From an optimization exercise on the open Yosys and OpenROAD flow, aimed at small area, a short achievable clock period and few clock cycles per item; shortcuts taken in it are not production practice. Function was checked by simulation only, so behaviour that the tests miss may differ from the original. Power is estimated from default activity; no workload was simulated.

## job 5990
Design mul_axil, start of the top module:
module mul_axil (
  input  logic        Clk,
  input  logic        arst_n,
  input  logic        s_awvalid,
  output logic        s_awready,
  input  logic [7:0]  s_awaddr,
  input  logic        s_wvalid,
  output logic        s_wready,
  input  logic [31:0] s_wdata,
  input  logic [3:0]  s_wstrb,
  output logic        s_bvalid,
  input  logic        s_bready,
  output logic [1:0]  s_bresp,
  input  logic        s_arvalid,
  output logic        s_arready,
  input  logic [7:0]  s_araddr,
  output logic        s_rvalid,
  input  logic        s_rready,
  output logic [31:0] s_rdata,
  output logic [1:0]  s_rresp
);
Size: about 630 cells after synthesis, ~120 flip-flops, about 100 I/O pins, roughly 6900 um2 of cells after synthesis.
export LEC_CHECK = 0
export CAP_MARGIN = 20
export CORE_MARGIN = 2
export CORE_UTILIZATION = 55
export CTS_BUF_LIST = sky130_fd_sc_hd__clkbuf_4 sky130_fd_sc_hd__clkbuf_8
export GPL_ROUTABILITY_DRIVEN = 0
export SETUP_SLACK_MARGIN = 0.8
export SLEW_MARGIN = 20
create_clock -name core_clock -period 3.2 [get_ports {Clk}]
standard.sh (not shown) runs the stock make flow with config.mk's settings and CLKGATE_MAP_FILE= SYNTH_SCRIPT=/design/flow/synth_recipe.tcl, a recipe that flattens the netlist after the stock synthesis.
==> flow/flow/run.sh <==
#!/bin/bash
# Standard layout, with plain buffers on the ports and resizing not tied to
# cell footprints. Each step's own log is also kept under orfs/logs/.
set -euo pipefail
bash standard.sh \
  "BUFFER_PORTS_ARGS=-buffer_cell sky130_fd_sc_hd__buf_1" \
  MATCH_CELL_FOOTPRINT=0 \
  finish > standard.log 2>&1
Job 5990: PASS, flow complete, no timing, DRC or antenna violations
Testbench counts of job 5990, summed over its fixed seeds: cycles 5,120, items 512.
Inputs modified between job 5990 and job 500:
- putting CTS_CLUSTER_SIZE at 30 where nothing was set
- swapping 0.8 for 0.7 in SETUP_SLACK_MARGIN
- swapping 55 for 75 in CORE_UTILIZATION
- clearing GPL_ROUTABILITY_DRIVEN, which used to be 0
- swapping sky130_fd_sc_hd__clkbuf_4 sky130_fd_sc_hd__clkbuf_8 for sky130_fd_sc_hd__clkbuf_4 in CTS_BUF_LIST
## What came out
- Job 500 closes out successfully: all stages finished, all timing, DRC and antenna checks passed.
- Job 500 against job 5990: via density per instance has increased; final setup slack of the worst path has decreased; source-to-sink clock delay at the later pin of the worst-skew pair has increased.
- Compared with job 5990, job 500 shows period utilization higher by 4.5 points.
- Per the comparison of job 500 with job 5990, largest net degree at the start of global routing saw an increase, clock network power share saw a decrease, power share of the combinational group saw an increase, initial core utilization saw an increase, synthesis-to-layout area growth saw a decrease.
- Run comparison: job 5990 slowest cell on the critical path edfxtp_1; job 500 slowest cell on the critical path a222oi_1
> inputs changed (job 500 -> job 6800)
- removing CTS_CLUSTER_SIZE (formerly 30)
- changing SETUP_SLACK_MARGIN from 0.7 to 0.8
- changing CORE_UTILIZATION from 75 to 50
- changing CTS_BUF_LIST from sky130_fd_sc_hd__clkbuf_4 to sky130_fd_sc_hd__clkbuf_4 sky130_fd_sc_hd__clkbuf_8
==> flow/flow/run.sh <==
#!/bin/bash
# Standard layout, with plain buffers on the ports, resizing not tied to
# cell footprints and a clock tree without dummy loads. Each step's own log
# is also kept under orfs/logs/.
set -euo pipefail
bash standard.sh \
  "BUFFER_PORTS_ARGS=-buffer_cell sky130_fd_sc_hd__buf_1" \
  MATCH_CELL_FOOTPRINT=0 \
  "CTS_ARGS=-sink_clustering_enable -repair_clock_nets -sink_clustering_size 30 -buf_list {sky130_fd_sc_hd__clkbuf_4 sky130_fd_sc_hd__clkbuf_8} -dont_use_dummy_load" \
  finish > standard.log 2>&1
--- outcome ---
Going from job 500 to job 6800, clock insertion delay at the later pin of the skew report has decreased, count of non-filler cells in the finished layout picked up an extra 61. Per the comparison of job 6800 with job 500, post-route standard cell area excluding fillers went up, worst slew margin relative to its limit went down, count of instances resized after the clock tree is built went up, worst-case vdd ir drop went down, row count went up. Taking job 500 as the reference, in job 6800 die area increased by 48% relative to the old numbers; leakage power total shows an increase of about 0.8%.
#### Input delta (job 1661 over job 6800)
- a change of CORE_UTILIZATION from 50 to 75
- an added CTS_CLUSTER_SIZE of 50
- a change of SETUP_SLACK_MARGIN from 0.8 to 0.7
==> flow/flow/run.sh <==
#!/bin/bash
# Standard layout, with plain buffers on the ports and resizing not tied to
# cell footprints. Each step's own log is also kept under orfs/logs/.
set -euo pipefail
bash standard.sh \
  "BUFFER_PORTS_ARGS=-buffer_cell sky130_fd_sc_hd__buf_1" \
  MATCH_CELL_FOOTPRINT=0 \
  finish > standard.log 2>&1
==> notes.md <==
The final layout from job 1661, which completed every stage, passed the timing, design-rule and antenna checks at the end of the flow. Reported for job 6800 and job 1661, share of synthesized cell area in full adder, half adder and majority cells turned out identical to the last digit. Job 6800 tops out at a higher clock frequency than job 1661. Number of antenna violations at the first check in global routing: job 6800 vs job 1661 identical. When job 1661 is set beside job 6800, its slew at the pin with the worst max-slew slack turns out to be 0.076 ns smaller. Cell area shrinks slightly when moving from job 6800 to job 1661. Higher multi-input logic portion of the cell area among job 6800 and job 1661: job 1661. Lower core utilization goes to job 6800 over job 1661. Of job 6800 and job 1661, the run reporting the higher layout clock buffer count was job 1661. Job 6800 → job 1661: final worst-path setup slack decreased 0.060 ns, met1 track demand over resource in global routing went up 11 points, flop-to-flop setup slack shows a reduction of 0.06 ns.

==> re-timing with driven ports <==
In the flow no input, the clock included, has a driving cell. The finished layouts below were timed again as built, in two steps.
Step 1 sets driving cells, clkbuf_16 on the clock port and buf_2 on the other inputs (assumed; they add their load-dependent delay and slew).
Step 2, shift: input delay + t, output delay - t, t = (earliest + latest rising clock arrival at the registers) / 2. This alone moves slack from input paths to output paths.
Three values: ideal ports, drivers, drivers and shift; two values: the first two.
run | shift t [ns] | setup slack, ns | hold WS [ns] | clock arrival spread, ns
job 5990 | 0.466 | 0.866 / 0.833 / 0.530 | 0.291 / 0.291 / 0.456 | 0.016 / 0.016
job 500 | 0.560 | 0.722 / 0.690 / 0.539 | 0.215 / 0.211 / 0.449 | 0.025 / 0.024
job 6800 | 0.470 | 0.835 / 0.821 / 0.532 | 0.322 / 0.309 / 0.440 | 0.025 / 0.026
job 1661 | 0.463 | 0.775 / 0.775 / 0.511 | 0.340 / 0.334 / 0.446 | 0.016 / 0.016
After both steps setup and hold are still met in every run listed. The setup slack of job 5990, which loses most, moves by -0.033 ns with the drivers and by -0.336 ns with both steps.
